Background: an optimization exercise with open tools, aiming at small area, a short achievable clock period and few clock cycles per item. Do not read the settings as production practice.
Only simulation tests tie the RTL to the original design; equivalence was not proved.
Power and IR drop assume default switching activity.

==> design.v <==
`timescale 1ns / 1ps
`default_nettype none
package pphs_pkg;
   localparam int HeapDepth = 32;
   localparam int IdxW = $clog2(HeapDepth);
   localparam int CntW = $clog2(HeapDepth + 1);
   localparam int EntW = 81;   
   localparam logic [2:0] StAccepted = 3'd0;
   localparam logic [2:0] StFull     = 3'd1;
   localparam logic [2:0] StZero     = 3'd2;
   localparam logic [2:0] StIdle     = 3'd3;
   localparam logic [2:0] StRan      = 3'd4;
   localparam logic [2:0] StFinished = 3'd5;
   typedef struct packed {
      logic [7:0]  prio;
      logic [7:0]  id;
      logic [15:0] orig;
      logic [15:0] remain;
      logic [31:0] arrival;
      logic        started;
   } entry_type;
   typedef enum logic [3:0] {
      CmdNone, CmdLoad, CmdReject, CmdArrive, CmdIdle, CmdPop, CmdReadKids,
      CmdCmpKids, CmdDownPlace, CmdResult, CmdReadUp, CmdCmpUp, CmdUpPlace,
      CmdFinish
   } cmd_type;
   typedef struct packed {
      logic empty;
      logic full;
      logic zero_burst;
      logic is_tick;
      logic at_root;
      logic has_kid;
      logic up_move;
      logic down_move;
      logic reinsert;
   } status_type;
endpackage
`default_nettype wire
`timescale 1ns / 1ps
`default_nettype none
module pphs_ctrl (
   input  wire logic                 clock,
   input  wire logic                 reset,
   input  wire logic                 in_valid,
   output logic                      in_ready,
   output logic                      out_valid,
   input  wire logic                 out_ready,
   input  wire pphs_pkg::status_type stat,
   output pphs_pkg::cmd_type         cmd
);
   typedef enum logic [3:0] {
      SIdle, SDecide, SDownRd, SDownCmp, SResult, SUpRd, SUpCmp, SFinish, SOut
   } state_type;
   state_type state_ff;
   logic out_valid_ff;
   always_ff @(posedge clock) begin
      if (reset) begin
         state_ff <= SIdle; out_valid_ff <= 1'b0;
      end else begin
         case (state_ff)
            SIdle: if (in_valid) state_ff <= SDecide;
            SDecide: begin
               if (!stat.is_tick)
                  state_ff <= (stat.full || stat.zero_burst) ? SFinish : SUpRd;
               else
                  state_ff <= stat.empty ? SFinish : SDownRd;
            end
            SDownRd: state_ff <= stat.has_kid ? SDownCmp : SResult;
            SDownCmp: state_ff <= stat.down_move ? SDownRd : SResult;
            SResult: state_ff <= stat.reinsert ? SUpRd : SFinish;
            SUpRd: state_ff <= stat.at_root ? SFinish : SUpCmp;
            SUpCmp: state_ff <= stat.up_move ? SUpRd : SFinish;
            SFinish: begin
               state_ff <= SOut; out_valid_ff <= 1'b1;
            end
            SOut: if (out_ready) begin
               out_valid_ff <= 1'b0; state_ff <= SIdle;
            end
            default: state_ff <= SIdle;
         endcase
      end
   end
   always_comb begin
      cmd = pphs_pkg::CmdNone;
      case (state_ff)
         SIdle: cmd = in_valid ? pphs_pkg::CmdLoad : pphs_pkg::CmdNone;
         SDecide: begin
            if (!stat.is_tick)
               cmd = (stat.full || stat.zero_burst) ? pphs_pkg::CmdReject : pphs_pkg::CmdArrive;
            else
               cmd = stat.empty ? pphs_pkg::CmdIdle : pphs_pkg::CmdPop;
         end
         SDownRd: cmd = stat.has_kid ? pphs_pkg::CmdReadKids : pphs_pkg::CmdDownPlace;
         SDownCmp: cmd = pphs_pkg::CmdCmpKids;
         SResult: cmd = pphs_pkg::CmdResult;
         SUpRd: cmd = stat.at_root ? pphs_pkg::CmdUpPlace : pphs_pkg::CmdReadUp;
         SUpCmp: cmd = pphs_pkg::CmdCmpUp;
         SFinish: cmd = pphs_pkg::CmdFinish;
         default: cmd = pphs_pkg::CmdNone;
      endcase
   end
   assign in_ready = (state_ff == SIdle);
   assign out_valid = out_valid_ff;
endmodule
`default_nettype wire
`timescale 1ns / 1ps
`default_nettype none
module pphs_datapath (
   input  wire logic              clock,
   input  wire logic              reset,
   input  wire pphs_pkg::cmd_type cmd,
   input  wire logic              in_mode,
   input  wire logic [7:0]        in_id,
   input  wire logic [7:0]        in_prio,
   input  wire logic [15:0]       in_burst,
   output pphs_pkg::status_type   stat,
   output logic [2:0]             res_status,
   output logic [7:0]             res_id,
   output logic [31:0]            res_time,
   output logic                   res_first,
   output logic [31:0]            res_resp,
   output logic [31:0]            res_wait
);
   logic [pphs_pkg::EntW-1:0] mem [0:pphs_pkg::HeapDepth-1];
   pphs_pkg::entry_type a_ff, a_in, b_ff, c_ff;
   pphs_pkg::entry_type cur_ff, cur_in;
   logic [pphs_pkg::CntW-1:0] count_ff, count_in;
   logic [31:0] time_ff, time_in;
   logic [pphs_pkg::IdxW-1:0] pos_ff, pos_in;
   logic mode_ff, mode_in;
   logic [7:0] id_ff, id_in, prio_ff, prio_in;
   logic [15:0] burst_ff, burst_in;
   logic [2:0] rs_ff, rs_in;
   logic [7:0] rid_ff, rid_in;
   logic [31:0] rt_ff, rt_in, rr_ff, rr_in, rw_ff, rw_in;
   logic rf_ff, rf_in;
   logic we;
   logic [pphs_pkg::IdxW-1:0] waddr, raddr0, raddr1;
   pphs_pkg::entry_type wdata;
   logic [pphs_pkg::IdxW:0] lidx, ridx, cnt_ext;
   logic [pphs_pkg::IdxW-1:0] parent;
   logic [32:0] done_w, sub_w;
   logic [15:0] rem_dec;
   logic l_take, r_take, has_kid, up_move, down_move, reins;
   logic [7:0] best_prio;
   assign lidx = {pos_ff, 1'b1};
   assign ridx = {pos_ff, 1'b0} + (pphs_pkg::IdxW+1)'(2);
   assign cnt_ext = (pphs_pkg::IdxW+1)'(count_ff);
   assign parent = (pos_ff - pphs_pkg::IdxW'(1)) >> 1;
   assign rem_dec = (cur_ff.remain != 16'd0) ? cur_ff.remain - 16'd1 : 16'd0;
   assign l_take = (b_ff.prio < a_ff.prio);
   assign best_prio = l_take ? b_ff.prio : a_ff.prio;
   assign r_take = (ridx < cnt_ext) && (c_ff.prio < best_prio);
   assign has_kid = (lidx < cnt_ext);
   assign up_move = (b_ff.prio > a_ff.prio);
   assign down_move = l_take | r_take;
   assign reins = (rem_dec != 16'd0);
   assign done_w = {1'b0, time_ff} + 33'd1;
   assign sub_w = {1'b0, cur_ff.arrival} + {17'd0, cur_ff.orig};
   always_ff @(posedge clock) begin
      if (we) mem[waddr] <= wdata;
      b_ff <= mem[raddr0];
      c_ff <= mem[raddr1];
   end
   always_comb begin
      we = 1'b0; waddr = pos_ff; wdata = a_ff;
      raddr0 = '0; raddr1 = '0;
      a_in = a_ff; cur_in = cur_ff; count_in = count_ff; time_in = time_ff;
      pos_in = pos_ff;
      mode_in = mode_ff; id_in = id_ff; prio_in = prio_ff; burst_in = burst_ff;
      rs_in = rs_ff; rid_in = rid_ff; rt_in = rt_ff; rr_in = rr_ff; rw_in = rw_ff;
      rf_in = rf_ff;
      case (cmd)
         pphs_pkg::CmdLoad: begin
            mode_in = in_mode; id_in = in_id; prio_in = in_prio; burst_in = in_burst;
            raddr0 = '0;
            raddr1 = pphs_pkg::IdxW'(count_ff - pphs_pkg::CntW'(1));
         end
         pphs_pkg::CmdReject: begin
            rs_in = (count_ff == pphs_pkg::CntW'(pphs_pkg::HeapDepth)) ? pphs_pkg::StFull : pphs_pkg::StZero;
            rid_in = id_ff; rt_in = time_ff; rf_in = 1'b0; rr_in = '0; rw_in = '0;
         end
         pphs_pkg::CmdArrive: begin
            a_in.prio = prio_ff; a_in.id = id_ff; a_in.orig = burst_ff;
            a_in.remain = burst_ff; a_in.arrival = time_ff; a_in.started = 1'b0;
            pos_in = count_ff[pphs_pkg::IdxW-1:0];
            count_in = count_ff + pphs_pkg::CntW'(1);
            rs_in = pphs_pkg::StAccepted; rid_in = id_ff; rt_in = time_ff;
            rf_in = 1'b0; rr_in = '0; rw_in = '0;
         end
         pphs_pkg::CmdIdle: begin
            rs_in = pphs_pkg::StIdle; rid_in = '0; rt_in = time_ff; rf_in = 1'b0;
            rr_in = '0; rw_in = '0;
         end
         pphs_pkg::CmdPop: begin
            cur_in = b_ff;
            a_in = c_ff;
            pos_in = '0;
            count_in = count_ff - pphs_pkg::CntW'(1);
         end
         pphs_pkg::CmdReadKids: begin
            raddr0 = lidx[pphs_pkg::IdxW-1:0];
            raddr1 = ridx[pphs_pkg::IdxW-1:0];
         end
         pphs_pkg::CmdCmpKids: begin
            we = 1'b1;
            if (r_take) begin
               wdata = c_ff; pos_in = ridx[pphs_pkg::IdxW-1:0];
            end else if (l_take) begin
               wdata = b_ff; pos_in = lidx[pphs_pkg::IdxW-1:0];
            end
         end
         pphs_pkg::CmdDownPlace: we = 1'b1;
         pphs_pkg::CmdResult: begin
            rid_in = cur_ff.id; rt_in = time_ff;
            rf_in = ~cur_ff.started;
            rr_in = cur_ff.started ? 32'd0 :
                    (time_ff >= cur_ff.arrival ? time_ff - cur_ff.arrival : 32'd0);
            if (reins) begin
               rs_in = pphs_pkg::StRan; rw_in = '0;
               a_in = cur_ff;
               a_in.started = 1'b1;
               a_in.remain = rem_dec;
               pos_in = count_ff[pphs_pkg::IdxW-1:0];
               count_in = count_ff + pphs_pkg::CntW'(1);
            end else begin
               rs_in = pphs_pkg::StFinished;
               rw_in = done_w > sub_w ? 32'(done_w - sub_w) : 32'd0;
            end
         end
         pphs_pkg::CmdReadUp: raddr0 = parent;
         pphs_pkg::CmdCmpUp: begin
            we = 1'b1;
            if (up_move) begin
               wdata = b_ff; pos_in = parent;
            end
         end
         pphs_pkg::CmdUpPlace: we = 1'b1;
         pphs_pkg::CmdFinish: begin
            if (mode_ff && time_ff != 32'hFFFF_FFFF) time_in = time_ff + 32'd1;
         end
         default: ;
      endcase
   end
   always_ff @(posedge clock) begin
      if (reset) begin
         count_ff <= '0; time_ff <= '0;
      end else begin
         count_ff <= count_in; time_ff <= time_in;
      end
      a_ff <= a_in; cur_ff <= cur_in; pos_ff <= pos_in;
      mode_ff <= mode_in; id_ff <= id_in; prio_ff <= prio_in; burst_ff <= burst_in;
      rs_ff <= rs_in; rid_ff <= rid_in; rt_ff <= rt_in; rr_ff <= rr_in;
      rw_ff <= rw_in; rf_ff <= rf_in;
   end
   always_comb begin
      stat.empty = (count_ff == '0);
      stat.full = (count_ff == pphs_pkg::CntW'(pphs_pkg::HeapDepth));
      stat.zero_burst = (burst_ff == '0);
      stat.is_tick = mode_ff;
      stat.at_root = (pos_ff == '0);
      stat.has_kid = has_kid;
      stat.up_move = up_move;
      stat.down_move = down_move;
      stat.reinsert = reins;
   end
   assign res_status = rs_ff;
   assign res_id = rid_ff;
   assign res_time = rt_ff;
   assign res_first = rf_ff;
   assign res_resp = rr_ff;
   assign res_wait = rw_ff;
endmodule
`default_nettype wire
`timescale 1ns / 1ps
`default_nettype none
module preemptive_priority_heap_scheduler_top (
   input  wire logic         clock,
   input  wire logic         reset,
   input  wire logic         req_tvalid,
   output logic              req_tready,
   input  wire logic [31:0]  req_tdata,   
   input  wire logic         req_tuser,   
   output logic              rsp_tvalid,
   input  wire logic         rsp_tready,
   output logic [111:0]      rsp_tdata    
);
   pphs_pkg::cmd_type cmd;
   pphs_pkg::status_type stat;
   logic [2:0] r_status;
   logic [7:0] r_id;
   logic [31:0] r_time, r_resp, r_wait;
   logic r_first;
   pphs_ctrl u_ctrl (
      .clock(clock), .reset(reset), .in_valid(req_tvalid), .in_ready(req_tready),
      .out_valid(rsp_tvalid), .out_ready(rsp_tready), .stat(stat), .cmd(cmd)
   );
   pphs_datapath u_dp (
      .clock(clock), .reset(reset), .cmd(cmd), .in_mode(req_tuser),
      .in_id(req_tdata[7:0]), .in_prio(req_tdata[15:8]), .in_burst(req_tdata[31:16]),
      .stat(stat), .res_status(r_status), .res_id(r_id), .res_time(r_time),
      .res_first(r_first), .res_resp(r_resp), .res_wait(r_wait)
   );
   assign rsp_tdata = {4'b0000, r_wait, r_resp, r_first, r_time, r_id, r_status};
endmodule
`default_nettype wire
==> run.sh <==
#!/bin/bash
# synth_recipe.tcl (not shown) runs the flow's synth.tcl, then flattens the netlist and writes it again
# the make line also repeats each setting of config.mk as NAME=value (left out here)
make -C /OpenROAD-flow-scripts/flow DESIGN_CONFIG=/design/flow/config.mk WORK_HOME=/design/flow/orfs CLKGATE_MAP_FILE= SYNTH_SCRIPT=/design/flow/synth_recipe.tcl finish
==> config.mk <==
export PLATFORM = sky130hd
export DESIGN_NAME = preemptive_priority_heap_scheduler_top
export DESIGN_NICKNAME = preemptive_priority_heap_scheduler_top
export VERILOG_FILES = /design/flow/design.v
export SDC_FILE = /design/flow/constraint.sdc
export NUM_CORES = 4
export LEC_CHECK = 0
export CAP_MARGIN = 20
export CORE_MARGIN = 2
export CORE_UTILIZATION = 40
export SLEW_MARGIN = 20
==> constraint.sdc <==
create_clock -name core_clock -period 8.0 [get_ports {clock}]
set_input_delay 1.6000 -clock core_clock [delete_from_list [all_inputs] [get_ports {clock}]]
set_output_delay 1.6000 -clock core_clock [all_outputs]
set_load 0.01 [all_outputs]
==> metrics.yaml <==
clocking:
  cts.sinks: 3105
  cts_setup_buffers: 0
  cts.path.max_buffers: 4
  cts_root_buf: "clkbuf_16"
  hold_buffers: 0
  cts_tree: "yes"
  clk_pin_slew_ns: 0.06
  cts_resized: 0
  clk_latency_ns: 0.98
  cts_made_buffers: 330
  cts_max_level: 5
timing:
  relSlewSlack: 0.169
  worst_slew_pin_slew_ns: 1.25
  hold_viol_final: 0
  fin_crit_ns: 6.53
  period_share: 0.817
  fin_skew_ns: 0.0573
  fin_tns_setup_ns: 0
  setup-violations-final: 0
  slew_viol_final: 0
  rsz0062_at_grt: "false"
  clock.fmax_mhz: 153
place:
  dp_hpwl_um: 278000
  gp_congestion: 0.881
  port_buffers: 146
  place_area_um2: 154000
detailed_routing:
  vias: 117000
  drt_iter0_drc: 17400
  drtPass1Iterations: 10
  wirelength_um: 541000
  routedWlPerCell_um: 29.0
  ant_nets: 0
  drc_errors: 0
  vias_per_cell: 6.26
final_layout:
  finalInstanceArea_um2: 165000
  final-seq-area_um2: 91200
  drive_gt1_frac: 0.0719
  area_growth_pct: 13.2
  fill_cells: 32700
  final_cell_mix: "nand2_1 (4,711), edfxtp_1 (2,900), nand3_1 (910)"
  final_common_cell: "nand2_1"
  nNetsFinal: 13700
  multiInputGateArea_um2: 50600
synth:
  yosys.area_share.simple: 0.221
  synth_area_leaders: "edfxtp_1 (60%), nand2_1 (12%), a311oi_1 (3.4%)"
  syn_inst: 13800
  yosysTopAreaCellShare: 0.597
  synth_top_area_cell: "edfxtp_1"
  synth_fa_ha_area_frac: 0.0104
  yosysUniqueCellTypes: 93
  synth_top_family_by_area: "simple AND/OR/NAND/NOR gates"
  synth_compound_area_frac: 0.0954
  netlist_area_um2: 146000
  ys_seq_elements: 3105
  synth_ff_type: "edfxtp_1"
  ys_seq_area_frac: 0.626
  synth_enable_flop_cells: 2900
  yosys-mux-area-fraction: 0.00270
  ys_warn_count: 2
  async_reset_ff_frac: 0
  synth_xor_area_frac: 0.00841
  avgSynthCellArea_um2: 10.5
setup_path:
  worst_path_most_repeated_cell: "a21o_1"
  cpPeakStageDelay_ns: 0.53
  rr_startpoint: "u_dp.cur_ff[1]$_DFFE_PP_"
  arrival_ns: 7.19
  path_cells: "ha_1 > inv_1 > fa_1 > nor2b_1 > o21ai_0 > a21boi_0 > o21ai_0 > a21o_1 > o311ai_0 > a21o_1 > nand3_1 > xnor2_1 > ha_1 > a21o_1 > a311o_1 > a21o_1 > a221oi_1 > nand2_1 > o21ai_1 > o21ai_1 > a211oi_4 > buf_4 > nor3_1"
  cp_max_fo: 32
  start_kind: "register"
  cp.buffers_inverters: 2
  cp_top_family: "compound AO/OA/AOI/OAI gates"
  required_ns: 8.66
  reg2reg_depth: 23
  cp.depth: 23
  critPathSlowestCell: "a21o_1"
  path_class: "register to register"
  cp-end-kind: "register"
  cp-startpoint: "u_dp.cur_ff[1]$_DFFE_PP_"
grt:
  grt_pass1_wl_um: 767000
  grt_max_degree: 164
  grt_use_total: 0.281
  grt_pass1_vias: 108000
  antenna_found_initial: 26
  globalRoute.totalOverflow: 0
min_path:
  holdCritStartpoint: "u_dp.b_ff[47]$_DFF_P_"
  worst_hold_path_type: "register to register"
  hold_depth: 0
run_status:
  status: "no timing/DRC/antenna violations"
power_and_ir_drop:
  irDropWorstVdd_mv: 0.314
  report.power.total_w: 0.0605
  power.density_nw_per_um2: 367
  power.leakage_nw: 58.5
job:
  maxCapViolations: 0
floorplan:
  fp.dieArea_um2: 369000
  die_w_um: 608
  initial_core_util: 0.402
  fp.dieH_um: 608
  rows: 221
  core_um2: 363000
  ios: 151
flip-flops by register name, indices dropped and copies added, names as in the netlist:
name                 flops
u_dp.rs_ff               3
u_dp.mode_ff             1
u_dp.cur_ff             81
u_dp.burst_ff           16
u_ctrl.out_valid_ff      1
u_dp.rf_ff               1
u_ctrl.state_ff          4
u_dp.rt_ff              32
u_dp.id_ff               8
u_dp.prio_ff             8
u_dp.a_ff               81
u_dp.rid_ff              8
u_dp.pos_ff              5
u_dp.rw_ff              32
u_dp.b_ff               81
u_dp.count_ff            6
u_dp.mem              2592
u_dp.time_ff            32
u_dp.c_ff               81
u_dp.rr_ff              32
per-layer routing:
metal | vias up | wire [um] | track usage
met5 | - | 138 | 0
li1 | 50100 | - | -
met3 | 1429 | 63700 | 0.0546
met2 | 7643 | 243000 | 0.441
met1 | 57400 | 205000 | 0.374
met4 | 20 | 29000 | 0.139
cell usage after synthesis, types with 78 or more instances:
cell	n
a211oi_1	186
a21oi_1	150
a311oi_1	563
a31oi_1	364
and3_1	693
buf_1	137
buf_2	211
clkbuf_1	745
dfxtp_1	205
edfxtp_1	2900
ha_1	116
inv_1	232
nand2_1	4722
nand3_1	910
nor2_1	202
nor4_1	138
o21ai_0	177
or4_1	271
xnor2_1	78
cells by family after synthesis:
logic type	count (synthesis)
AOI/OAI and AO/OA	1883
xor gates and xnor gates	140
adders and majority gates	119
buffers and inverters	1336
DFF	3105
muxes	24
other	1
and+or+nand+nor	7230
through the flow:
step	hold WS [ns]	util	std cells	setup WS, ns
finish	0.424	0.455	18600	1.47
CTS	0.421	0.455	18600	1.53
global route	0.436	0.455	18600	0.965
floorplan	0.408	-	13800	1.44
global placement	0.411	0.424	18000	1.58
detailed placement	0.416	0.425	18000	1.61
final timing paths:
kind	slack, ns	end
setup / recovery	1.47	u_dp.rw_ff[13]$_SDFFCE_PP0P_
hold / removal	0.42	u_dp.cur_ff[47]$_DFFE_PP_
setup reg to reg	1.47	u_dp.rw_ff[13]$_SDFFCE_PP0P_
hold reg to reg	0.42	u_dp.cur_ff[47]$_DFFE_PP_
worst reg2reg max path, stage by stage, from the launching register on:
cell and delay, ns:
edfxtp_1 0.40, ha_1 0.19, inv_1 0.06, fa_1 0.40, nor2b_1 0.13, o21ai_0 0.11, a21boi_0 0.19, o21ai_0 0.17
a21o_1 0.24, o311ai_0 0.47, a21o_1 0.53, nand3_1 0.17, xnor2_1 0.15, ha_1 0.38, a21o_1 0.20, a311o_1 0.38
a21o_1 0.19, a221oi_1 0.36, nand2_1 0.10, o21ai_1 0.38, o21ai_1 0.23, a211oi_4 0.26, buf_4 0.39, nor3_1 0.16
power breakdown:
group / leakage (nW) / internal, W / switching (W)
Sequential: 27.9 / 0.0221 / 0.00125
Clock: 5.23 / 0.00890 / 0.00656
Combinational: 25.4 / 0.00600 / 0.0157
cell type report:
class	instances	area share
Tap cell	4794	0.0363
Clock buffer	456	0.0556
Multi-Input combinational cell	9400	0.307
Inverter	233	0.00532
Sequential cell	3105	0.552
Clock inverter	152	0.00930
Antenna cell	10	0.000152
Timing Repair Buffer	479	0.0342
Testbench counts, summed over its fixed seeds: cycles 1,643,995, items 96,000.

## re-timing with driven ports
The results above use ideal ports. As a check the final layout listed here was re-extracted and re-timed, cells and wires unchanged.
Step 1 assumes that a clkbuf_16 drives the clock port and a buf_2 every other input.
Step 2 also shifts input and output timing later by t, the mid clock arrival at the registers, as if the neighbouring blocks saw the same clock.
Slacks: ideal / step 1 / step 2; pairs: ideal / step 1.
t (ns): 1.054
slack for setup (ns): 1.468 / 1.468 / 1.468
worst setup path at the end: register to register
clock arrival spread, ns: 0.058 / 0.059
slew at the worst register clock pin (ns): 0.07 / 0.07
After both steps this run still meets setup and hold. For this run, drivers alone change the setup slack by 0.000 ns; drivers and shift together by 0.000 ns.
